From an optimization exercise on the open Yosys and OpenROAD flow, aimed at small area and a short achievable clock period; shortcuts taken in it are not production practice.
In this exercise RTL edits were held to simulation tests only and were not proved equivalent to the original.
Power figures rest on the tool's default switching activity, not on a simulated workload.

==> flow/design.v <==
module htpa_target_builder #(
    parameter int N_TGT   = 20,
    parameter int MARGIN  = 2,
    parameter int MIN_PIX = 4
) (
    input  logic                   clk,
    input  logic                   rst_n,
    input  logic                   frame_start,
    input  logic                   frame_end,
    input  logic                   pix_valid,
    input  logic [6:0]             pix_x,
    input  logic [5:0]             pix_y,
    input  logic                   pix_hot,
    input  logic                   pix_fire,
    output logic [N_TGT-1:0]       busy,
    output logic [26*N_TGT-1:0]    box,
    output logic [N_TGT-1:0]       fire_out,
    output logic                   overflow,
    output logic                   frame_done
);
    localparam logic [N_TGT-1:0] ONE = 1;
    logic             acq_q;
    logic [N_TGT-1:0] wb_q, wb_d, wb_e;
    logic [N_TGT-1:0] wf_q, wf_d;
    logic [1:0]       wc_q [N_TGT];
    logic [1:0]       wc_d [N_TGT];
    logic [6:0]       wxo_q [N_TGT];
    logic [6:0]       wxo_d [N_TGT];
    logic [5:0]       wyo_q [N_TGT];
    logic [5:0]       wyo_d [N_TGT];
    logic [6:0]       wxn_q [N_TGT];
    logic [6:0]       wxn_d [N_TGT];
    logic [5:0]       wyn_q [N_TGT];
    logic [5:0]       wyn_d [N_TGT];
    logic             wovf_q, wovf_d;
    logic             take, pub_go, anyhit;
    logic [N_TGT-1:0] hit, hit_oh, below, pre;
    logic [N_TGT-1:0] pub_busy;
    logic [7:0]       xp, xm;    
    logic [6:0]       yp, ym;
    function automatic logic lt8(input logic [7:0] a, input logic [7:0] b);
        logic r, p;
        r = 1'b0;
        p = 1'b1;
        for (int k = 7; k >= 0; k--) begin
            r = r | (~a[k] & b[k] & p);
            p = p & ~(a[k] & ~b[k]);
        end
        lt8 = r;
    endfunction
    assign take   = (acq_q || frame_start) && pix_valid && pix_hot;
    assign pub_go = frame_end && (acq_q || frame_start);
    assign wb_e   = frame_start ? '0 : wb_q;
    function automatic logic [7:0] add2(input logic [6:0] p, input logic up);
        logic [7:0] r;
        logic [6:0] q;
        q = up ? p : ~p;
        r[0] = p[0];
        r[1] = ~p[1];
        r[2] = p[2] ^ q[1];
        r[3] = p[3] ^ (&q[2:1]);
        r[4] = p[4] ^ (&q[3:1]);
        r[5] = p[5] ^ (&q[4:1]);
        r[6] = p[6] ^ (&q[5:1]);
        r[7] = &q[6:1];
        add2 = r;
    endfunction
    logic [7:0] yp8, ym8;
    assign xp  = add2(pix_x, 1'b1);
    assign xm  = add2(pix_x, 1'b0);
    assign yp8 = add2({1'b0, pix_y}, 1'b1);
    assign ym8 = add2({1'b0, pix_y}, 1'b0);
    assign yp  = yp8[6:0];
    assign ym  = {ym8[7], ym8[5:0]};
    always_comb begin
        for (int i = 0; i < N_TGT; i++) begin
            hit[i] = take && wb_e[i]
                  && !lt8(xp, {1'b0, wxo_q[i]}) && (xm[7] || !lt8({1'b0, wxn_q[i]}, {1'b0, xm[6:0]}))
                  && !lt8({1'b0, yp}, {2'b0, wyo_q[i]}) && (ym[6] || !lt8({2'b0, wyn_q[i]}, {2'b0, ym[5:0]}));
        end
        pre = hit;
        for (int l = 0; l < 5; l++)
            for (int i = 0; i < N_TGT; i++)
                if ((i >> l) & 1) pre[i] = pre[i] | pre[((i >> l) << l) - 1];
        below = {pre[N_TGT-2:0], 1'b0};
        hit_oh = hit & ~below;
        anyhit = pre[N_TGT-1];
        for (int i = 0; i < N_TGT; i++) begin
            wb_d[i] = wb_e[i] | (take && !anyhit && (i == 0 || wb_e[i-1]));
            if (!wb_e[i]) begin
                wxo_d[i] = pix_x;
                wxn_d[i] = pix_x;
                wyo_d[i] = pix_y;
                wyn_d[i] = pix_y;
                wc_d[i]  = 2'd0;
                wf_d[i]  = pix_fire;
            end else begin
                wxo_d[i] = (hit_oh[i] && lt8({1'b0, pix_x}, {1'b0, wxo_q[i]})) ? pix_x : wxo_q[i];
                wxn_d[i] = (hit_oh[i] && lt8({1'b0, wxn_q[i]}, {1'b0, pix_x})) ? pix_x : wxn_q[i];
                wyo_d[i] = (hit_oh[i] && lt8({2'b0, pix_y}, {2'b0, wyo_q[i]})) ? pix_y : wyo_q[i];
                wyn_d[i] = (hit_oh[i] && lt8({2'b0, wyn_q[i]}, {2'b0, pix_y})) ? pix_y : wyn_q[i];
                wc_d[i]  = hit_oh[i] ? {wc_q[i][1] | wc_q[i][0], wc_q[i][1] | ~wc_q[i][0]} : wc_q[i];
                wf_d[i]  = wf_q[i] | (hit_oh[i] & pix_fire);
            end
            pub_busy[i] = wb_e[i] && (wc_d[i] == 2'd3);
        end
        wovf_d = (frame_start ? 1'b0 : wovf_q) | (take && !anyhit && wb_e[N_TGT-1]);
    end
    always_ff @(posedge clk) begin
        wb_q   <= wb_d;
        wf_q   <= wf_d;
        wovf_q <= wovf_d;
        for (int i = 0; i < N_TGT; i++) begin
            wxo_q[i] <= wxo_d[i];
            wyo_q[i] <= wyo_d[i];
            wxn_q[i] <= wxn_d[i];
            wyn_q[i] <= wyn_d[i];
            wc_q[i]  <= wc_d[i];
        end
    end
    always_ff @(posedge clk or negedge rst_n) begin
        if (!rst_n) begin
            acq_q      <= 1'b0;
            busy       <= '0;
            box        <= '0;
            fire_out   <= '0;
            overflow   <= 1'b0;
            frame_done <= 1'b0;
        end else begin
            acq_q      <= !frame_end && (frame_start || acq_q);
            frame_done <= pub_go;
            if (pub_go) begin
                busy     <= pub_busy;
                fire_out <= pub_busy & wf_d;
                overflow <= wovf_d;
                for (int i = 0; i < N_TGT; i++)
                    box[26*i +: 26] <= pub_busy[i] ? {wxo_d[i], wyo_d[i], wxn_d[i], wyn_d[i]} : 26'd0;
            end
        end
    end
endmodule
==> flow/flow/run.sh <==
#!/bin/bash
cp standard.sh standard_sh_copy.txt
export BUFFER_PORTS_ARGS="-buffer_cell sky130_fd_sc_hd__buf_1"
bash standard.sh > standard_flow.log 2>&1
==> flow/standard.sh <==
#!/bin/bash
# synth_recipe.tcl (not shown) runs the flow's synth.tcl, then flattens the netlist and writes it again
# the make line also repeats each setting of config.mk as NAME=value (left out here)
make -C /OpenROAD-flow-scripts/flow DESIGN_CONFIG=/design/flow/config.mk WORK_HOME=/design/flow/orfs CLKGATE_MAP_FILE= SYNTH_SCRIPT=/design/flow/synth_recipe.tcl "${@:-finish}"
==> flow/config.mk <==
export PLATFORM = sky130hd
export DESIGN_NAME = htpa_target_builder
export DESIGN_NICKNAME = htpa_target_builder
export VERILOG_FILES = /design/flow/design.v
export SDC_FILE = /design/flow/constraint.sdc
export NUM_CORES = 4
export LEC_CHECK = 0
export ABC_AREA = 1
export CAP_MARGIN = 20
export CORE_MARGIN = 2
export CORE_UTILIZATION = 60
export SETUP_SLACK_MARGIN = 3.0
export SLEW_MARGIN = 20
==> flow/constraint.sdc <==
create_clock -name core_clock -period 7.0 [get_ports {clk}]
set_input_delay 1.4000 -clock core_clock [delete_from_list [all_inputs] [get_ports {clk}]]
set_output_delay 1.4000 -clock core_clock [all_outputs]
set_load 0.01 [all_outputs]
==> flow_summary.ini, run 1 <==
[power_and_ir_drop]
vdd_drop_max_uv = 219
p_comb_frac = 0.128
swShare = 0.281
seq_power_share = 0.446
power_density_mw_per_mm2 = 222
p_leak_nw = 35.1
intPower_w = 0.0113
clkPwrFrac = 0.427
switchingPower_w = 0.00444

[clock_network]
numCtsBuffers = 117
cts_tree = yes
htree_levels = 3
root_buffer = clkbuf_16
clk_path_buf_depth = 3
numClockSinks = 1164
clk_pin_slew_ps = 60
clk_latency_ps = 750

[timing]
timing.final.crit_share = 0.623
setup_violations = 0
max_freq_mhz = 229
grt_setup_unrepaired = true
finClkSkew_ps = 27.6
slew_headroom = -0.000654
final_max_slew_viol_count = 1
tns_ps = 0
min_period_ps = 4360
finalHoldViolCount = 0
tightest_slew_ps = 1490

[floorplan]
io-pin-count = 582
core_mm2 = 0.0930
initial_utilization = 0.603
die_h_um = 310
die_area_mm2 = 0.0960
die_x_um = 310
rows = 112

[logic_synthesis]
ys_types = 58
yosys.area.top_type = dfrtp_1
synth.avg_cell_area_um2 = 7.12
synth-main-ff-cell = dfxtp_1
async_flop_share = 0.484
yosys-top-cells-area = dfrtp_1 25%, dfxtp_1 21%, nand2_1 21%
synthAdderAreaFrac = 0.00357
synth-compound-area-share = 0.150
synthSimpleGateAreaFrac = 0.298
syn-cell-area_mm2 = 0.0561
synth_edf_count = 0
synthesis.nets = 7913
ys_seq_area_frac = 0.465
synthMuxAreaShare = 0
synth_top_family_by_area = simple AND/OR/NAND/NOR gates
netlist.area_leader.share = 0.251
synth-xor-area-share = 0
synth.ff_latch_count = 1164
netlist_instances = 7881
yosysWarnings = 12

[layout]
drive_above_1_share = 0.156
finish.utilization = 0.763
fillers = 6957
syn_to_final_growth_pct = 26.5
final_nets = 8573

[worst_hold_path]
hold_class = register to register
hold_depth = 2
whs_endpoint = wf_q[14]
hold_start = wf_q[14]

[status]
outcome = failed layout checks
failed_checks = max-capacitance violations, max-slew violations

[grt]
overflow = 0
grt_max_degree = 166
grt_first_pass_wirelength_mm = 317
first_global_vias = 53100
antenna_found_initial = 5
grt_use_total = 0.434

[worst_setup_path]
crit_required_ps = 7630
rr_startpoint = acq_q
worstSetupPathType = input port to register
worstPathArrival_ps = 5000
rr_endpoint = wxn_q[19][1]
cp-start-kind = input port
r2r_slack_ps = 3420
rr_worst_depth = 20
cp-end-kind = register
crit_fanout = 10

[detailed_routing]
drt_iter0_markers = 8131
dr.pass1.iters = 9
ant_nets = 0
vias_per_cell = 6.10
vias = 60400
drc = 0
wirelength_mm = 230
wl_per_cell_um = 23.2

[place]
gp_congestion = 0.968
numPortBuffers = 581
hpwl_mm = 138

[run]
drv_cap = 1
[flip-flops by register name (all words and copies together) (netlist names), 20 cells and up]
register	flops
wb_q	20
wf_q	20
wxo_q	140
fire_out	20
wyn_q	120
wxn_q	140
box	520
wyo_q	120
busy	20
wc_q	40
[critical path, stage by stage]
cell and delay (ps):
buf_2 270, clkinvlp_4 400, nand2_1 600, clkinvlp_4 720
nand3_1 320, a21oi_2 100, nand3_1 110, nor2_1 110
nand3_4 190, buf_6 140, nand2_8 130, nand2_8 160
nand2_1 120, and2_1 180
[per-stage QoR]
| stage | hold WS [ps] | setup slack [ps] | instance area, um^2 | std cells | total power (W) |
|---|---|---|---|---|---|
| 2_1_floorplan | 423 | 2230 | 57000 | 7881 | 0.00823 |
| 3_3_place_gp | 435 | 751 | 58900 | 9367 | 0.00878 |
| 3_5_place_dp | 436 | 720 | 58900 | 9367 | 0.00880 |
| 4_1_cts | 455 | 2980 | 66100 | 9738 | 0.0155 |
| 5_1_grt | 478 | 2690 | 71000 | 9902 | 0.0162 |
| 6_report | 455 | 2640 | 71000 | 9905 | 0.0158 |
[power by group through the flow]
| stage | clock (W) | sequential, W | combinational (W) |
|---|---|---|---|
| final | 0.00673 | 0.00703 | 0.00201 |
| after global routing | 0.00698 | 0.00705 | 0.00214 |
| after CTS | 0.00669 | 0.00702 | 0.00180 |
| after detailed placement | 0 | 0.00715 | 0.00165 |
| after global placement | 0 | 0.00715 | 0.00163 |
| after floorplan | 0 | 0.00710 | 0.00113 |
[cell usage after synthesis, types with 10 or more instances]
| master | number |
|---|---|
| a211oi_1 | 10 |
| a21boi_0 | 11 |
| a21oi_1 | 195 |
| a221oi_1 | 16 |
| a22o_1 | 36 |
| a22oi_1 | 28 |
| a31oi_1 | 41 |
| and2_1 | 71 |
| buf_1 | 29 |
| buf_2 | 131 |
| buf_4 | 35 |
| buf_6 | 12 |
| clkbuf_1 | 229 |
| dfrtp_1 | 563 |
| dfxtp_1 | 601 |
| ha_1 | 12 |
| inv_1 | 686 |
| inv_2 | 12 |
| nand2_1 | 3122 |
| nand2_2 | 24 |
| nand3_1 | 481 |
| nand4_1 | 16 |
| nor2_1 | 303 |
| nor2_2 | 13 |
| nor2_4 | 10 |
| nor3_1 | 23 |
| o2111ai_1 | 13 |
| o211ai_1 | 31 |
| o21a_1 | 22 |
| o21ai_0 | 602 |
| o21ai_1 | 111 |
| o21ai_2 | 17 |
| o221ai_1 | 42 |
| o22ai_1 | 230 |
| o31ai_1 | 17 |
| or2_2 | 11 |
[worst max-delay path by stage]
stage,start,to,depth (start not counted)
floorplan,pix_x[1],box[371],29
global placement,pix_y[2],box[63],17
detailed placement,pix_y[2],box[197],21
CTS,pix_y[1],wxo_q[18][3],25
global route,pix_x[2],wxn_q[19][1],25
finish,frame_start,wyo_q[19][2],14
[cells by family (layout without fill, tap and decap cells)]
kind of cell | Yosys count | count (layout)
compound gates | 1446 | 1448
other cells | 0 | 5
fa+ha+maj | 17 | 17
flops | 1164 | 1164
buf+inv | 1144 | 1862
simple gates | 4110 | 4155
[layout by cell type, fill, tap and decap left out, types with 207 or more instances in the layout]
| cell type | n |
|---|---|
| o21ai_1 | 207 |
| inv_1 | 658 |
| dfrtp_1 | 563 |
| o21ai_0 | 430 |
| dfxtp_1 | 601 |
| nand3_1 | 357 |
| buf_1 | 565 |
| o22ai_1 | 229 |
| nand2_1 | 2817 |
| nor2_1 | 269 |
[routing by layer]
layer | global-route usage | up-vias | part of all wire
met5 | 0 | - | 0
met1 | 0.562 | 28200 | 0.36
met2 | 0.649 | 4221 | 0.43
met3 | 0.100 | 1050 | 0.13
met4 | 0.291 | 0 | 0.083
li1 | - | 26900 | -
[area by class of cell]
cell class | instances | area, um^2 | share of cell area
Inverter | 706 | 2880 | 0.0406
Clock buffer | 173 | 3420 | 0.0482
Multi-Input combinational cell | 5620 | 29900 | 0.421
Clock inverter | 51 | 639 | 0.00901
Sequential cell | 1164 | 26100 | 0.368
Tap cell | 1254 | 1570 | 0.0221
Timing Repair inverter | 5 | 40.0 | 0.000564
Antenna cell | 5 | 12.5 | 0.000176
Timing Repair Buffer | 927 | 6420 | 0.0905
[what timing repair did]
action | CTS | global route
hold buffers | 0 | 0
endpoints found under the setup margin | 1160 | 1033
gates resized for setup | 378 | 804
setup buffers | 118 | 119
pin swaps | 55 | 225
cloned | 29 | 43
==> run 2: changes to the inputs <==
==> flow/flow/run.sh (replaced) <==
#!/bin/bash
cp standard.sh standard_sh_copy.txt
export BUFFER_PORTS_ARGS="-buffer_cell sky130_fd_sc_hd__buf_1"
export POST_GLOBAL_ROUTE_TCL="$PWD/flow/post_grt.tcl"
bash standard.sh > standard_flow.log 2>&1
==> flow/flow/post_grt.tcl (new file) <==
# Runs at the end of ORFS's global-route step (POST_GLOBAL_ROUTE_TCL). The timing repair
# there can upsize the loads of a weak driver and leave its net over the slew or
# capacitance limit, with no design repair after it; repair it here the same way the
# step's own repair_design does, then re-legalise and re-route the touched nets.
log_cmd estimate_parasitics -global_routing
log_cmd repair_design -verbose -cap_margin 30 -slew_margin 30
log_cmd global_route -start_incremental
log_cmd detailed_placement
log_cmd global_route -end_incremental
log_cmd estimate_parasitics -global_routing
write_guides $::env(RESULTS_DIR)/route.guide
--- a/flow/config.mk
+++ b/flow/config.mk
@@ -9,5 +9,7 @@
 export CAP_MARGIN = 20
 export CORE_MARGIN = 2
 export CORE_UTILIZATION = 60
-export SETUP_SLACK_MARGIN = 3.0
+export CTS_CLUSTER_DIAMETER = 100
+export CTS_CLUSTER_SIZE = 20
+export SETUP_SLACK_MARGIN = 2.5
 export SLEW_MARGIN = 20
==> run 2 against run 1 <==
Against the previous run: count of clock-buffer cells in the layout decreased by 54; combinational power decreased by about 10%; die area unchanged; first-iteration DRC count decreased by 9.7%; sequential share of layout area increased by 4.6 points; highest routed layer is now met5; synthesized area unchanged; worst hold slack improved by 6.5 ps; largest cell class unchanged; cell area decreased by 11%; register-to-register slack got worse by 20 ps; largest power group unchanged; non-clock buffer count decreased by 162; now clean on timing, DRC and antenna.
==> flow_summary.ini, run 2 <==
[clock_network]
htree_levels = 3
numClockSinks = 1164
numCtsBuffers = 68
clk_path_buf_depth = 3
hold_buffers = 0
cts_setup_buffers = 31
cts_tree = yes
clk_latency_ps = 700
cts-resized-gates = 105
clk_pin_slew_ps = 80
root_buffer = clkbuf_16

[logic_synthesis]
netlist.area_leader.share = 0.251
synthesis.nets = 7913
syn-cell-area_mm2 = 0.0561
synth_most_common_cell = nand2_1
synth.avg_cell_area_um2 = 7.12
synth_commonest_cells = 3,122 x nand2_1, 686 x inv_1, 602 x o21ai_0
yosys.area.top_type = dfrtp_1
yosys-top-cells-area = dfrtp_1 25%, dfxtp_1 21%, nand2_1 21%
ys_types = 58
netlist_instances = 7881
async_flop_share = 0.484
synth_edf_count = 0
ys_seq_area_frac = 0.465
yosysWarnings = 12
synth-main-ff-cell = dfxtp_1
synth.ff_latch_count = 1164

[grt]
grt_use_total = 0.415
first_global_vias = 50900
grt_first_pass_wirelength_mm = 304
antenna_found_initial = 11
overflow = 0
grt_max_degree = 205

[worst_setup_path]
crit_required_ps = 7600
cp_top_family = simple AND/OR/NAND/NOR gates
rr_startpoint = acq_q
worstPathArrival_ps = 5120
crit_fanout = 18
cp_cell_sequence = buf_4, ha_2, nand2_1, nor2_2, ha_4, clkinv_4, buf_4, nand4_1, nand3_1, a21oi_1, nand4_1, nand2_2, nor2_4, nand2_8, nor2_4, nand2_1, nand2_1, o21ai_0, nand2_1, nand2_1
cp-start-kind = input port
critPathSlowestCell = o21ai_0
crit_start = pix_x[1]
crit_buf_inv = 3
slowest_delay_ps = 560
worstSetupPathType = input port to register
cp-end-kind = register
cp_common_cell = nand2_1

[timing]
slew_headroom = 0.313
max_freq_mhz = 221
finalHoldViolCount = 0
setup_violations = 0
tns_ps = 0
final_max_slew_viol_count = 0
fin_ws_ps = 2480
finClkSkew_ps = 60.9
min_period_ps = 4520
tightest_slew_ps = 1030
timing.final.crit_share = 0.646

[layout]
final_common_cell = nand2_1
layout_common_cells = 3,029 x nand2_1, 671 x inv_1, 601 x dfxtp_1
final_nets = 8329
fin_cells = 9609
top_regs = box x520, wxn_q x140, wxo_q x140
drive_above_1_share = 0.0704
largest_register = box
syn_to_final_growth_pct = 12.5
fillers = 8232
largest_reg_flops = 520

[power_and_ir_drop]
vdd_drop_max_uv = 170
clkPwrFrac = 0.328
intPower_w = 0.00930
p_comb_frac = 0.138
p_leak_nw = 31.6
switchingPower_w = 0.00384
seq_power_share = 0.534
swShare = 0.292
power_density_mw_per_mm2 = 208

[detailed_routing]
wl_per_cell_um = 21.8
wirelength_mm = 210
vias_per_cell = 5.93
drt_iter0_markers = 7343
vias = 57000
ant_nets = 0
drc = 0
dr.pass1.iters = 8

[place]
placedCellCount = 9366
hpwl_mm = 139
numPortBuffers = 581
pre_cts_slack_ps = 854
gp_congestion = 0.968

[floorplan]
rows = 112
io-pin-count = 582
die_h_um = 310
die_area_mm2 = 0.0960
initial_utilization = 0.603
core_mm2 = 0.0930
die_x_um = 310

[run]
drv_cap = 0

[worst_hold_path]
hold_start = wf_q[14]
hold_class = register to register

[status]
outcome = complete, no violations
[run 2: cell families after synthesis]
kind of cell	share of synthesized area
AO/OA/AOI/OAI	0.150
buffers and inverters	0.0834
AND/OR/NAND/NOR	0.298
flip-flops	0.465
adder cells (fa/ha/maj)	0.00357
[run 2: per-stage QoR]
step	instance area [um^2]	total power (W)	utilization	hold WS, ps
after floorplan	56900	0.00823	-	423
after global placement	58900	0.00878	0.633	434
after detailed placement	58900	0.00880	0.633	437
after CTS	61600	0.0130	0.662	460
final	63100	0.0131	0.679	461
[run 2: worst paths after layout]
| check | end | slack (ps) | depth (start not counted) |
|---|---|---|---|
| max reg2reg | box[509] | 3400 | 17 |
| max | box[219] | 2480 | 20 |
| min in group asynchronous | box[159] | 610 | 1 |
| max in group asynchronous | box[372] | 4870 | 3 |
| min | wf_q[14] | 460 | 2 |
| min reg2reg | wf_q[14] | 460 | 2 |
[run 2: worst register-to-register path: stages, from the launching register on]
cell and delay [ps]:
dfrtp_1 330, nor2_1 50, inv_1 120, nand3_2 440, clkinvlp_4 350, buf_4 220
buf_4 150, nand3_1 70, a21oi_1 410, nand3_1 180, nor2_1 240, nand3_2 190
nand2_1 110, nand2_2 110, nor2_4 170, buf_4 190, nand3_1 120, nand2_1 70
[run 2: routing by layer]
| metal | up-vias | part of all wire | GRT usage |
|---|---|---|---|
| met5 | - | 0.00040 | 0 |
| met4 | 12 | 0.069 | 0.258 |
| met3 | 703 | 0.11 | 0.0848 |
| met2 | 3407 | 0.44 | 0.631 |
| met1 | 26500 | 0.38 | 0.543 |
| li1 | 26300 | - | - |
[run 2: layout make-up]
type	instances	area, um^2	share of cell area
sequential	1164	26100	0.414
multi-input combinational	5590	26600	0.420
tap	1254	1570	0.0248
clock buffer	119	1960	0.0310
antenna	7	17.5	0.000277
timing repair buffer	765	4120	0.0653
clock inverter	2	25.0	0.000396
timing repair inverter	2	16.3	0.000258
inverter	706	2770	0.0438
[run 2: power by group through the flow]
stage	Combinational, W	Sequential [W]	Clock (W)
after floorplan	0.00112	0.00710	0
after global placement	0.00163	0.00715	0
after detailed placement	0.00165	0.00715	0
after CTS	0.00168	0.00701	0.00430
final	0.00181	0.00702	0.00431
==> run 3: changes to the inputs <==
--- a/flow/config.mk
+++ b/flow/config.mk
@@ -8,7 +8,7 @@
 export ABC_AREA = 1
 export CAP_MARGIN = 20
 export CORE_MARGIN = 2
-export CORE_UTILIZATION = 60
+export CORE_UTILIZATION = 70
 export CTS_CLUSTER_DIAMETER = 100
 export CTS_CLUSTER_SIZE = 20
 export SETUP_SLACK_MARGIN = 2.5
==> run 3 against run 2 <==
Against the previous run: still clean; die area is 14% lower; cell area shrank 0.38%; combinational power barely moved; fmax shrank 0.71%; non-clock buffer count is 8 lower; first-iteration DRC count rose by 22%; global-route usage grew 6.4 points; count of clock-buffer cells in the layout rose by 1; sequential power is essentially flat.
==> flow_summary.ini, run 3 <==
[status]
outcome = complete, no violations

[power_and_ir_drop]
swShare = 0.292
vdd_drop_max_uv = 178
power_density_mw_per_mm2 = 209
intPower_w = 0.00929
clkPwrFrac = 0.326
switchingPower_w = 0.00384
p_comb_frac = 0.139
p_leak_nw = 31.6
seq_power_share = 0.535

[clock_network]
numClockSinks = 1164
cts_tree = yes
hold_buffers = 0
clk_pin_slew_ps = 90
numCtsBuffers = 68
clk_latency_ps = 680
clk_path_buf_depth = 3
cts-resized-gates = 128
htree_levels = 3
cts_setup_buffers = 42
root_buffer = clkbuf_16

[worst_setup_path]
rr_startpoint = acq_q
crit_buf_inv = 5
crit_start = pix_x[1]
cp_top_family = simple AND/OR/NAND/NOR gates
cp_cell_sequence = buf_4, clkinv_8, ha_4, ha_1, clkinvlp_4, buf_4, a21oi_1, nand2_1, nand2_1, nand2_1, nand2_1, nand2_1, nand2_1, nand4_1, nor2_1, inv_2, nand2_2, nand2_2, nand2_1, o21ai_0, a22o_1
crit_required_ps = 7570
cp-start-kind = input port
slowest_delay_ps = 410
crit_fanout = 14
worstPathArrival_ps = 5120
cp_common_cell = nand2_1
cp-end-kind = register
critPathSlowestCell = nor2_1
worstSetupPathType = input port to register

[logic_synthesis]
netlist.area_leader.share = 0.251
yosys.area.top_type = dfrtp_1
synth.ff_latch_count = 1164
synth-main-ff-cell = dfxtp_1
synth_edf_count = 0
yosysWarnings = 12
netlist_instances = 7881
synth_most_common_cell = nand2_1
syn-cell-area_mm2 = 0.0561
synthesis.nets = 7913
synth.avg_cell_area_um2 = 7.12
yosys-top-cells-area = dfrtp_1 25%, dfxtp_1 21%, nand2_1 21%
synth_commonest_cells = 3,122 x nand2_1, 686 x inv_1, 602 x o21ai_0
ys_types = 58
ys_seq_area_frac = 0.465
async_flop_share = 0.484

[timing]
timing.final.crit_share = 0.650
timing.hold.ws_ps = 459
finClkSkew_ps = 31.5
tightest_slew_ps = 1070
min_period_ps = 4550
setup_violations = 0
fin_ws_ps = 2450
finalHoldViolCount = 0
slew_headroom = 0.286
tns_ps = 0
max_freq_mhz = 220
final_max_slew_viol_count = 0

[detailed_routing]
vias_per_cell = 6.31
wl_per_cell_um = 22.2
ant_nets = 0
drt_iter0_markers = 8937
drc = 0
vias = 59400
dr.pass1.iters = 9
wirelength_mm = 208

[floorplan]
io-pin-count = 582
core_mm2 = 0.0791
die_area_mm2 = 0.0825
die_h_um = 287
die_x_um = 287
rows = 103
initial_utilization = 0.709

[layout]
layout_common_cells = 3,036 x nand2_1, 671 x inv_1, 601 x dfxtp_1
fillers = 5624
largest_reg_flops = 520
top_regs = box x520, wxn_q x140, wxo_q x140
syn_to_final_growth_pct = 12.1
final_nets = 8323
largest_register = box
final_common_cell = nand2_1
drive_above_1_share = 0.0683

[grt]
first_global_vias = 53900
grt_use_total = 0.479
overflow = 0
grt_first_pass_wirelength_mm = 305
grt_max_degree = 205
antenna_found_initial = 6

[worst_hold_path]
hold_start = wf_q[14]
hold_class = register to register

[place]
pre_cts_slack_ps = 994
hpwl_mm = 135
gp_congestion = 0.974
numPortBuffers = 581

[run]
drv_cap = 0
run 3: cell counts after synthesis:
Identical to the previous run, type by type.
run 3: kinds of logic (layout without fill, tap and decap cells):
group                      count (synthesis)  in the layout  share of synthesized area
adders and majority gates                 17             17                    0.00357
DFF                                     1164           1164                      0.465
AOI/OAI and AO/OA                       1446           1447                      0.150
other                                      0              4                          0
buffers and inverters                   1144           1591                     0.0834
and+or+nand+nor                         4110           4127                      0.298
run 3: through the flow:
step | area (um^2) | cells | utilization | power, W
6_report | 62900 | 9400 | 0.795 | 0.0131
4_1_cts | 61600 | 9340 | 0.779 | 0.0129
3_5_place_dp | 58600 | 9160 | 0.741 | 0.00878
3_3_place_gp | 58600 | 9160 | 0.741 | 0.00874
2_1_floorplan | 56900 | 7881 | - | 0.00823
run 3: path summary, 6_finish.rpt:
check / to / cells past startpoint / slack (ps)
max: box[63] / 21 / 2450
min: wf_q[14] / 2 / 460
max reg2reg: box[83] / 16 / 3470
min reg2reg: wf_q[14] / 2 / 460
max in group asynchronous: box[397] / 3 / 4670
min in group asynchronous: box[92] / 1 / 830
run 3: power by group through the flow:
stage               clock [W]  combinational [W]  sequential [W]
floorplan                   0            0.00112         0.00710
global placement            0            0.00160         0.00714
detailed placement          0            0.00163         0.00715
CTS                   0.00423            0.00167         0.00701
finish                0.00428            0.00183         0.00702
run 3: final cells by class:
class | instances | area, um^2 | area share
tap | 1050 | 1310 | 0.0209
multi-input combinational | 5591 | 26500 | 0.422
clock inverter | 5 | 73.8 | 0.00117
sequential | 1164 | 26100 | 0.415
inverter | 706 | 2760 | 0.0439
timing repair buffer | 757 | 4140 | 0.0658
antenna | 4 | 10.0 | 0.000159
timing repair inverter | 3 | 21.3 | 0.000338
clock buffer | 120 | 1940 | 0.0308
run 3: layer usage:
layer	part of all wire	routed length, um	GRT usage	up-vias
met5	0.000086	18	0	-
met4	0.089	18600	0.353	4
met3	0.14	29100	0.124	1084
met2	0.42	88300	0.716	4625
met1	0.35	72200	0.601	27400
li1	-	-	-	26300
run 3: tightest hold or removal path, delay by kind of cell (launching register included):
kind	cells	cell delay, ps
simple gates	2	110
flops	1	310
==> run 4: changes to the inputs <==
--- a/flow/config.mk
+++ b/flow/config.mk
@@ -8,8 +8,6 @@
 export ABC_AREA = 1
 export CAP_MARGIN = 20
 export CORE_MARGIN = 2
-export CORE_UTILIZATION = 70
-export CTS_CLUSTER_DIAMETER = 100
-export CTS_CLUSTER_SIZE = 20
-export SETUP_SLACK_MARGIN = 2.5
+export CORE_UTILIZATION = 60
+export SETUP_SLACK_MARGIN = 2.7
 export SLEW_MARGIN = 20
==> run 4 against run 3 <==
Against the previous run: still clean; fmax increased by 3.0%; worst hold slack got worse by 1.1 ps; synthesized area unchanged; sequential share of layout area decreased by 2.1 points; clock skew decreased by 2.1 ps; cell area increased by 5.2%; global-route usage decreased by 5.3 points; combinational power about the same.
==> flow_summary.ini, run 4 <==
[status]
outcome = complete, no violations

[place]
hpwl_mm = 140
dpl_cell_area_mm2 = 0.0591
numPortBuffers = 581
gp_congestion = 0.985
placedCellCount = 9384

[timing]
min_period_ps = 4420
final_max_slew_viol_count = 0
max_freq_mhz = 226
tightest_slew_ps = 1140
finalHoldViolCount = 0
finClkSkew_ps = 29.4
slew_headroom = 0.237
timing.hold.ws_ps = 458
timing.final.crit_share = 0.631
tns_ps = 0
setup_violations = 0

[grt]
grtUsageMet1 = 0.552
grt.met2_usage = 0.645
grt_busiest_layer = met2
grt_first_pass_wirelength_mm = 311
grt_use_total = 0.426
antenna_found_initial = 4
met3_usage = 0.0865
first_global_vias = 51900
overflow = 0
grt_max_degree = 204

[layout]
largest_register = box
largest_reg_flops = 520
final_common_cell = nand2_1
top_regs = box x520, wxn_q x140, wxo_q x140
fin_cells = 9750
final_nets = 8421
syn_to_final_growth_pct = 17.9
fin_area_mm2 = 0.0662
finish.utilization = 0.712
layout_common_cells = 3,017 x nand2_1, 669 x inv_1, 601 x dfxtp_1
drive_above_1_share = 0.0963

[logic_synthesis]
ys_types = 58
yosysWarnings = 12
yosys.area.top_type = dfrtp_1
ys_seq_area_frac = 0.465
synth_most_common_cell = nand2_1
async_flop_share = 0.484
synth.ff_latch_count = 1164
synthesis.nets = 7913
synth.avg_cell_area_um2 = 7.12
synth_commonest_cells = 3,122 x nand2_1, 686 x inv_1, 602 x o21ai_0
synth-main-ff-cell = dfxtp_1
yosys-top-cells-area = dfrtp_1 25%, dfxtp_1 21%, nand2_1 21%
netlist_instances = 7881
netlist.area_leader.share = 0.251
syn-cell-area_mm2 = 0.0561
synth_edf_count = 0

[power_and_ir_drop]
clkPwrFrac = 0.436
seq_power_share = 0.446
p_leak_nw = 33.0
switchingPower_w = 0.00434
swShare = 0.276
power_density_mw_per_mm2 = 238
intPower_w = 0.0114
vdd_drop_max_uv = 216
p_comb_frac = 0.118

[worst_setup_path]
crit_start = pix_x[2]
cp-end-kind = register
worstSetupPathType = input port to register
crit_required_ps = 7670
r2r_slack_ps = 3310
endpoint = box[448]
crit_fanout = 21
worstPathArrival_ps = 5090
rr_worst_depth = 20
cp-start-kind = input port
rr_startpoint = acq_q
rr_endpoint = wxo_q[19][6]

[floorplan]
rows = 112
core_mm2 = 0.0930
initial_utilization = 0.603
die_x_um = 310
io-pin-count = 582
die_h_um = 310
die_area_mm2 = 0.0960

[clock_network]
root_buffer = clkbuf_16
numCtsBuffers = 116
cts_tree = yes
cts-resized-gates = 195
clk_pin_slew_ps = 70
clk_latency_ps = 740
clk_path_buf_depth = 3
htree_levels = 3
hold_buffers = 0
numClockSinks = 1164
cts_setup_buffers = 55

[detailed_routing]
vias = 57900
vias_per_cell = 5.94
dr.pass1.iters = 9
drc = 0
drt_iter0_markers = 8023
wirelength_mm = 215
wl_per_cell_um = 22.0
ant_nets = 0

[worst_hold_path]
hold_class = register to register

[run]
drv_cap = 0
==> run 4: cell counts after synthesis <==
No cell type changed its count.
==> run 4: how the worst min path moves through the flow <==
stage               startpoint       end  cells past startpoint
global placement      wf_q[12]  wf_q[12]                      2
CTS                   wf_q[11]  wf_q[11]                      2
finish                wf_q[11]  wf_q[11]                      2
floorplan             wf_q[13]  wf_q[13]                      2
detailed placement     wf_q[7]   wf_q[7]                      2
==> run 4: per-stage QoR <==
stage	setup WS [ps]	power, W
6_report	2580	0.0158
4_1_cts	2650	0.0156
2_1_floorplan	2230	0.00823
3_5_place_dp	905	0.00881
3_3_place_gp	987	0.00879
==> run 4: metal layers <==
metal	vias up	share of wire
li1	26600	-
met1	26900	0.38
met2	3690	0.43
met3	785	0.11
met4	2	0.076
met5	-	0.000061
==> run 4: worst max-delay path, stage by stage <==
cell	delay [ps]
buf_2	150
ha_2	240
nand2_1	90
nor2_2	150
ha_4	160
nand2_2	120
nand2_8	160
inv_16	80
o21ai_1	190
nor2_1	90
nor2_2	300
nand3_1	190
nor2_4	190
nand2_4	100
nand2_2	100
nor2_4	60
nand2_8	150
nor2_8	70
buf_12	140
buf_4	140
nand4_1	120
nand3_4	140
nor2_4	210
clkbuf_16	180
nand2_1	60
nand2_1	70
==> run 4: kinds of logic after synthesis <==
family,share of synthesized area
simple gates,0.298
compound gates,0.150
flops,0.465
buf+inv,0.0834
fa+ha+maj,0.00357
==> run 4: cell type report <==
cell class / instances / area [um^2]
timing repair inverter: 4 / 27.5
timing repair buffer: 804 / 4620
fill: 7824 / 26800
tap: 1254 / 1570
sequential: 1164 / 26100
clock buffer: 152 / 3270
multi-input combinational: 5593 / 26900
clock inverter: 70 / 917
inverter: 706 / 2770
antenna: 3 / 7.51
==> run 4: power groups by stage <==
stage | combinational, W | sequential [W] | clock [W]
after CTS | 0.00171 | 0.00702 | 0.00686
final | 0.00186 | 0.00703 | 0.00686
after detailed placement | 0.00166 | 0.00715 | 0
after global placement | 0.00164 | 0.00715 | 0
after floorplan | 0.00112 | 0.00710 | 0
==> run 5: changes to the inputs <==
--- a/flow/config.mk
+++ b/flow/config.mk
@@ -9,5 +9,7 @@
 export CAP_MARGIN = 20
 export CORE_MARGIN = 2
 export CORE_UTILIZATION = 60
-export SETUP_SLACK_MARGIN = 2.7
+export CTS_CLUSTER_DIAMETER = 80
+export CTS_CLUSTER_SIZE = 24
+export SETUP_SLACK_MARGIN = 2.5
 export SLEW_MARGIN = 20
==> run 5 against run 4 <==
Against the previous run: still clean; die area did not move; fmax fell by 7.5%; cell area fell by 5.3%; final cell count fell by 1.8%; setup slack got worse by 360 ps; worst hold slack improved by 3.0 ps; global-route usage fell by 1.2 points; largest cell class unchanged; largest power group unchanged; highest routed layer unchanged.
==> flow_summary.ini, run 5 <==
[status]
outcome = complete, no violations

[clock_network]
numClockSinks = 1164
hold_buffers = 0
root_buffer = clkbuf_16
cts_tree = yes
cts_setup_buffers = 32
htree_levels = 2
clk_pin_slew_ps = 100
clk_latency_ps = 750
cts-resized-gates = 90
numCtsBuffers = 58
clk_path_buf_depth = 3

[logic_synthesis]
synth.ff_latch_count = 1164
synth_commonest_cells = 3,122 x nand2_1, 686 x inv_1, 602 x o21ai_0
synth-main-ff-cell = dfxtp_1
async_flop_share = 0.484
ys_types = 58
netlist_instances = 7881
synth_edf_count = 0
yosysWarnings = 12
yosys.area.top_type = dfrtp_1
synth_most_common_cell = nand2_1
yosys-top-cells-area = dfrtp_1 25%, dfxtp_1 21%, nand2_1 21%
synth.avg_cell_area_um2 = 7.12
netlist.area_leader.share = 0.251
ys_seq_area_frac = 0.465
syn-cell-area_mm2 = 0.0561
synthesis.nets = 7913

[detailed_routing]
vias = 56600
wl_per_cell_um = 21.7
dr.pass1.iters = 9
ant_nets = 0
wirelength_mm = 208
drt_iter0_markers = 7080
drc = 0
vias_per_cell = 5.91

[layout]
final_common_cell = nand2_1
top_regs = box x520, wxn_q x140, wxo_q x140
layout_common_cells = 3,040 x nand2_1, 671 x inv_1, 601 x dfxtp_1
final_nets = 8304
finish.utilization = 0.674
largest_register = box
largest_reg_flops = 520
drive_above_1_share = 0.0666
fillers = 8250
syn_to_final_growth_pct = 11.8

[floorplan]
initial_utilization = 0.603
io-pin-count = 582
die_area_mm2 = 0.0960
die_x_um = 310
core_mm2 = 0.0930
rows = 112
die_h_um = 310

[power_and_ir_drop]
power_density_mw_per_mm2 = 206
p_leak_nw = 31.4
power.total_w = 0.0129
vdd_drop_max_uv = 200

[timing]
timing.final.crit_share = 0.682
max_freq_mhz = 209
min_period_ps = 4780
setup_violations = 0
tightest_slew_ps = 1020
tns_ps = 0
finalHoldViolCount = 0
slew_headroom = 0.323
finClkSkew_ps = 42.0
final_max_slew_viol_count = 0

[grt]
grt_use_total = 0.414
first_global_vias = 50900
overflow = 0
antenna_found_initial = 6
grt_first_pass_wirelength_mm = 304
grt_max_degree = 205

[worst_setup_path]
worstPathArrival_ps = 5440
cp-end-kind = register
crit_required_ps = 7670
crit_fanout = 20
worstSetupPathType = input port to register
cp-start-kind = input port

[run]
drv_cap = 0

[worst_hold_path]
hold_class = register to register

[place]
numPortBuffers = 581
gp_congestion = 0.968
hpwl_mm = 139
-- run 5: cell counts after synthesis --
No cell type changed its count.
-- run 5: final cells by class --
type,instances,area [um^2],area share
timing repair inverter,3,25.0,0.000399
inverter,706,2750,0.0438
timing repair buffer,752,3990,0.0635
sequential,1164,26100,0.416
multi-input combinational,5587,26400,0.421
antenna,4,10.0,0.000160
clock inverter,8,104,0.00166
tap,1254,1570,0.0250
clock buffer,100,1740,0.0277
-- run 5: metrics by stage --
step,cells,hold slack [ps],instance area (um^2),setup slack [ps]
after floorplan,7881,423,56900,2230
after global placement,9365,434,58900,939
after detailed placement,9366,437,58900,854
after CTS,9515,463,61500,2440
final,9578,461,62700,2220
-- run 5: worst paths after layout --
kind / startpoint / slack [ps] / cells after the start / to
max in group asynchronous: rst_n / 4970 / 3 / fire_out[18]
setup reg to reg: acq_q / 3000 / 22 / fire_out[10]
min in group asynchronous: rst_n / 550 / 1 / box[95]
setup / recovery: pix_x[3] / 2220 / 14 / box[78]
hold reg to reg: wf_q[14] / 460 / 2 / wf_q[14]
hold / removal: wf_q[14] / 460 / 2 / wf_q[14]
-- run 5: per-layer routing --
metal	up-vias	global-route usage	part of all wire
li1	26200	-	-
met1	26400	0.546	0.39
met2	3365	0.632	0.43
met3	700	0.0748	0.11
met4	6	0.261	0.070
met5	-	0	0.00020
-- run 5: cells by family after synthesis --
group,count (synthesis),share of synthesized area
DFF,1164,0.465
adders and majority gates,17,0.00357
buffers and inverters,1144,0.0834
and+or+nand+nor,4110,0.298
AOI/OAI and AO/OA,1446,0.150
-- run 5: critical path, cell delays in order --
cell and delay (ps):
buf_2 140, inv_4 220, nand3_2 110, nor3_1 360
clkinv_1 920, nand2_1 400, nand3_2 190, nand3b_1 400
nand2_1 300, o41ai_1 130, buf_4 190, o21ai_0 430
nand2_1 150, nand2_1 90
-- run 5: where the power goes --
group,switching [W],total [W],internal [W]
registers,0.000171,0.00702,0.00685
logic,0.00128,0.00180,0.000522
clock network,0.00237,0.00410,0.00173
total,0.00382,0.0129,0.00911
==> run 6: changes to the inputs <==
--- a/flow/design.v
+++ b/flow/design.v
@@ -36,8 +36,6 @@
     logic             take, pub_go, anyhit;
     logic [N_TGT-1:0] hit, hit_oh, below, pre;
     logic [N_TGT-1:0] pub_busy;
-    logic [7:0]       xp, xm;    
-    logic [6:0]       yp, ym;
     function automatic logic lt8(input logic [7:0] a, input logic [7:0] b);
         logic r, p;
         r = 1'b0;
@@ -51,32 +49,34 @@
     assign take   = (acq_q || frame_start) && pix_valid && pix_hot;
     assign pub_go = frame_end && (acq_q || frame_start);
     assign wb_e   = frame_start ? '0 : wb_q;
-    function automatic logic [7:0] add2(input logic [6:0] p, input logic up);
-        logic [7:0] r;
-        logic [6:0] q;
-        q = up ? p : ~p;
-        r[0] = p[0];
-        r[1] = ~p[1];
-        r[2] = p[2] ^ q[1];
-        r[3] = p[3] ^ (&q[2:1]);
-        r[4] = p[4] ^ (&q[3:1]);
-        r[5] = p[5] ^ (&q[4:1]);
-        r[6] = p[6] ^ (&q[5:1]);
-        r[7] = &q[6:1];
-        add2 = r;
+    function automatic logic ge_p2(input logic [6:0] p, input logic [6:0] o);
+        logic [5:0] a, b, L, G;
+        logic lt, eq1, ng, nl, ag;
+        a = p[6:1];
+        b = o[6:1];
+        L = ~a & b;
+        G = a & ~b;
+        lt  = 1'b0;
+        eq1 = 1'b0;
+        for (int j = 5; j >= 0; j--) begin
+            ng = 1'b1;
+            nl = 1'b1;
+            ag = 1'b1;
+            for (int k = 5; k > j; k--) begin
+                ng = ng & ~G[k];
+                nl = nl & ~L[k];
+            end
+            for (int k = 0; k < j; k++) ag = ag & G[k];
+            lt  = lt | (L[j] & ng);
+            eq1 = eq1 | (L[j] & ng & nl & ag);
+        end
+        ge_p2 = ~lt | (eq1 & (p[0] | ~o[0]));
     endfunction
-    logic [7:0] yp8, ym8;
-    assign xp  = add2(pix_x, 1'b1);
-    assign xm  = add2(pix_x, 1'b0);
-    assign yp8 = add2({1'b0, pix_y}, 1'b1);
-    assign ym8 = add2({1'b0, pix_y}, 1'b0);
-    assign yp  = yp8[6:0];
-    assign ym  = {ym8[7], ym8[5:0]};
     always_comb begin
         for (int i = 0; i < N_TGT; i++) begin
             hit[i] = take && wb_e[i]
-                  && !lt8(xp, {1'b0, wxo_q[i]}) && (xm[7] || !lt8({1'b0, wxn_q[i]}, {1'b0, xm[6:0]}))
-                  && !lt8({1'b0, yp}, {2'b0, wyo_q[i]}) && (ym[6] || !lt8({2'b0, wyn_q[i]}, {2'b0, ym[5:0]}));
+                  && ge_p2(pix_x, wxo_q[i]) && ge_p2(wxn_q[i], pix_x)
+                  && ge_p2({1'b0, pix_y}, {1'b0, wyo_q[i]}) && ge_p2({1'b0, wyn_q[i]}, {1'b0, pix_y});
         end
         pre = hit;
         for (int l = 0; l < 5; l++)
==> flow/flow/run.sh (replaced) <==
#!/bin/bash
cp standard.sh standard_sh_copy.txt
export BUFFER_PORTS_ARGS="-buffer_cell sky130_fd_sc_hd__buf_1"
bash standard.sh > standard_flow.log 2>&1
--- a/flow/config.mk
+++ b/flow/config.mk
@@ -9,7 +9,5 @@
 export CAP_MARGIN = 20
 export CORE_MARGIN = 2
 export CORE_UTILIZATION = 60
-export CTS_CLUSTER_DIAMETER = 80
-export CTS_CLUSTER_SIZE = 24
-export SETUP_SLACK_MARGIN = 2.5
+export SETUP_SLACK_MARGIN = 3.3
 export SLEW_MARGIN = 20
removed: flow/flow/post_grt.tcl
==> run 6 against run 5 <==
Against the previous run: critical path depth is 9 higher; synthesized area is 5.5% higher; sequential power hardly changed; worst hold slack better by 9.3 ps; fmax is 18% higher; global-route usage is 0.49 points lower; now fails the layout checks on max-capacitance violations, max-slew violations; wire length is 17% higher; largest power group unchanged; count of clock-buffer cells in the layout is 67 higher; critical path type unchanged; power is 24% higher.
==> flow_summary.ini, run 6 <==
[status]
outcome = failed layout checks
failed_checks = max-capacitance violations, max-slew violations

[timing]
finalHoldViolCount = 0
setup_violations = 0
slew_headroom = -0.0347
fin_ws_ps = 2960
tightest_slew_ps = 1530
timing.final.crit_share = 0.577
final_max_slew_viol_count = 3
min_period_ps = 4040
max_freq_mhz = 248
finClkSkew_ps = 38.8
timing.hold.ws_ps = 470
grt_setup_unrepaired = true
tns_ps = 0

[run]
drv_cap = 1

[floorplan]
die_h_um = 318
initial_utilization = 0.604
rows = 115
die_area_mm2 = 0.101
die_x_um = 318
io-pin-count = 582
core_mm2 = 0.0981

[logic_synthesis]
yosysWarnings = 12
synth_edf_count = 0
synth_commonest_cells = 3,155 x nand2_1, 931 x inv_1, 832 x nor2_1
synth.ff_latch_count = 1164
synth-main-ff-cell = dfxtp_1
syn-cell-area_mm2 = 0.0592
ys_seq_area_frac = 0.441
synth_most_common_cell = nand2_1
netlist.area_leader.share = 0.238
synth.avg_cell_area_um2 = 6.79
netlist_instances = 8727
yosys-top-cells-area = dfrtp_1 24%, dfxtp_1 20%, nand2_1 20%
yosys.area.top_type = dfrtp_1
synthesis.nets = 8747
async_flop_share = 0.484
ys_types = 55

[clock_network]
htree_levels = 3
numCtsBuffers = 119
clk_latency_ps = 750
numClockSinks = 1164
root_buffer = clkbuf_16
cts_tree = yes
hold_buffers = 0
clk_path_buf_depth = 3
clk_pin_slew_ps = 60

[layout]
top_regs = box x520, wxn_q x140, wxo_q x140
register_area_mm2 = 0.0261
layout_common_cells = 2,709 x nand2_1, 912 x inv_1, 674 x nor2_1
final_nets = 9500
largest_register = box
multiInputGateArea_mm2 = 0.0334
final_common_cell = nand2_1
finish.utilization = 0.785
fillers = 7029
drive_above_1_share = 0.185
largest_reg_flops = 520
syn_to_final_growth_pct = 30.0

[worst_setup_path]
r2r_slack_ps = 3620
cp_cell_sequence = buf_12, inv_12, buf_4, buf_4, nor2_1, nand2_1, nor3_2, nand3_1, nand2_1, a21oi_1, nand4_1, o21ai_0, nand2_1, nand2_1, nor2_4, nor2_2, nand3_4, buf_6, nand2_8, nand2_8, nand2_4, nand3_4, nand2_2
crit_buf_inv = 5
worstPathArrival_ps = 4650
rr_startpoint = acq_q
rr_worst_depth = 21
cp_top_family = simple AND/OR/NAND/NOR gates
cp-start-kind = input port
crit_required_ps = 7620
slowest_delay_ps = 290
crit_fanout = 26
rr_endpoint = box[261]
critPathSlowestCell = nor2_1
cp-end-kind = register
cp_common_cell = nand2_1
worstSetupPathType = input port to register

[detailed_routing]
drc = 0
vias = 65600
wirelength_mm = 243
ant_nets = 0
wl_per_cell_um = 22.4
drt_iter0_markers = 8453
dr.pass1.iters = 10
vias_per_cell = 6.03

[grt]
grt_first_pass_wirelength_mm = 323
overflow = 0
antenna_found_initial = 6
first_global_vias = 56900
grt_max_degree = 162
grt_use_total = 0.409

[place]
pre_cts_slack_ps = 1260
numPortBuffers = 581
hpwl_mm = 136
gp_congestion = 0.957

[power_and_ir_drop]
p_leak_nw = 38.2
power_density_mw_per_mm2 = 207
vdd_drop_max_uv = 244

[worst_hold_path]
hold_depth = 2
hold_class = register to register
whs_endpoint = wf_q[19]
hold_start = wf_q[19]
run 6: cells by family (layout without fill, tap and decap cells):
| family | after synthesis | in the layout | share of synthesized area |
|---|---|---|---|
| simple gates | 5338 | 5365 | 0.385 |
| flops | 1164 | 1164 | 0.441 |
| other cells | 0 | 2 | 0 |
| compound gates | 913 | 913 | 0.0819 |
| buf+inv | 1312 | 2144 | 0.0923 |
run 6: timing repair:
item / 4_1_cts / 5_1_grt
gates cloned: 47 / 56
setup buffers: 79 / 146
pin swaps: 35 / 219
gates resized for setup: 361 / 1304
setup endpoints to repair: 1145 / 1025
run 6: where the power goes:
group | leakage, nW | switching, W | internal (W) | total (W)
combinational | 23.3 | 0.00146 | 0.000623 | 0.00208
clock | 2.03 | 0.00289 | 0.00400 | 0.00689
sequential | 12.9 | 0.000138 | 0.00686 | 0.00700
run 6: area by class of cell:
class                   count  area share
diodes                      2   0.0000650
clock buffers             167      0.0443
clock inverters            60      0.0101
inverters                 947      0.0497
multi-input cells        6278       0.434
flip-flops and latches   1164       0.339
well taps                1287      0.0209
repair buffers            949      0.0982
repair inverters           21     0.00343
run 6: routing by layer:
metal  vias to the layer above  global-route usage  wire length (um)
met5                         -                   0                27
met4                         4               0.255             22300
met2                      4476               0.633            104000
li1                      29300                   -                 -
met1                     30500               0.528             85700
met3                      1312              0.0832             31700
run 6: per-stage QoR:
stage / instances / area [um^2] / total power, W
floorplan: 8727 / 59800 / 0.00817
global placement: 10300 / 62400 / 0.00861
detailed placement: 10300 / 62400 / 0.00864
CTS: 10700 / 69800 / 0.0155
global route: 10900 / 77000 / 0.0164
finish: 10900 / 77000 / 0.0160
run 6: worst min-delay path, stage by stage (launching register included):
cell	delay, ps
dfxtp_1	310
nand2_1	50
nand2_1	80
run 6: worst max-delay path by stage:
stage	slack, ps	endpoint	cells past startpoint	from
after floorplan	3240	box[304]	22	pix_x[5]
after global placement	1370	box[190]	23	pix_y[5]
after detailed placement	1260	box[190]	21	pix_x[6]
after CTS	3270	box[515]	27	pix_y[1]
after global routing	2940	box[242]	24	pix_x[6]
final	2960	box[519]	23	pix_x[2]

-- what the ideal ports hide --
How much do the figures lean on ideal ports? The routed layouts below were timed once more, with nothing changed but the port constraints.
Step 1 (the two cells are an assumption about what drives the block):
set clk [get_ports {clk}]
set_driving_cell -lib_cell sky130_fd_sc_hd__clkbuf_16 $clk
set_driving_cell -lib_cell sky130_fd_sc_hd__buf_2 [delete_from_list [all_inputs] $clk]
Step 2 also shifts input and output timing later by t, the mid clock arrival at the registers, as if the neighbouring blocks saw the same clock.
Three values: no drivers, after step 1, after step 2; two values: the first two.
run | t (ns) | slack for setup (ns) | worst setup path after step 2 | latest minus earliest clock arrival (ns) | cell pins on the clock port's net
run 1 | 0.812 | 2.637 / 2.695 / 1.883 | input to register | 0.028 / 0.028 | 1
run 2 | 0.750 | 2.481 / 2.475 / 1.725 | input to register | 0.061 / 0.061 | 1
run 3 | 0.738 | 2.449 / 2.465 / 1.727 | input to register | 0.033 / 0.033 | 1
run 4 | 0.801 | 2.582 / 2.519 / 1.718 | input to register | 0.031 / 0.030 | 1
run 5 | 0.808 | 2.224 / 2.269 / 1.461 | input to register | 0.042 / 0.043 | 1
run 6 | 0.814 | 2.962 / 2.890 / 2.077 | input to register | 0.039 / 0.039 | 1
The setup slack of run 6, which loses most, moves by -0.072 ns with the drivers and by -0.885 ns with both steps.
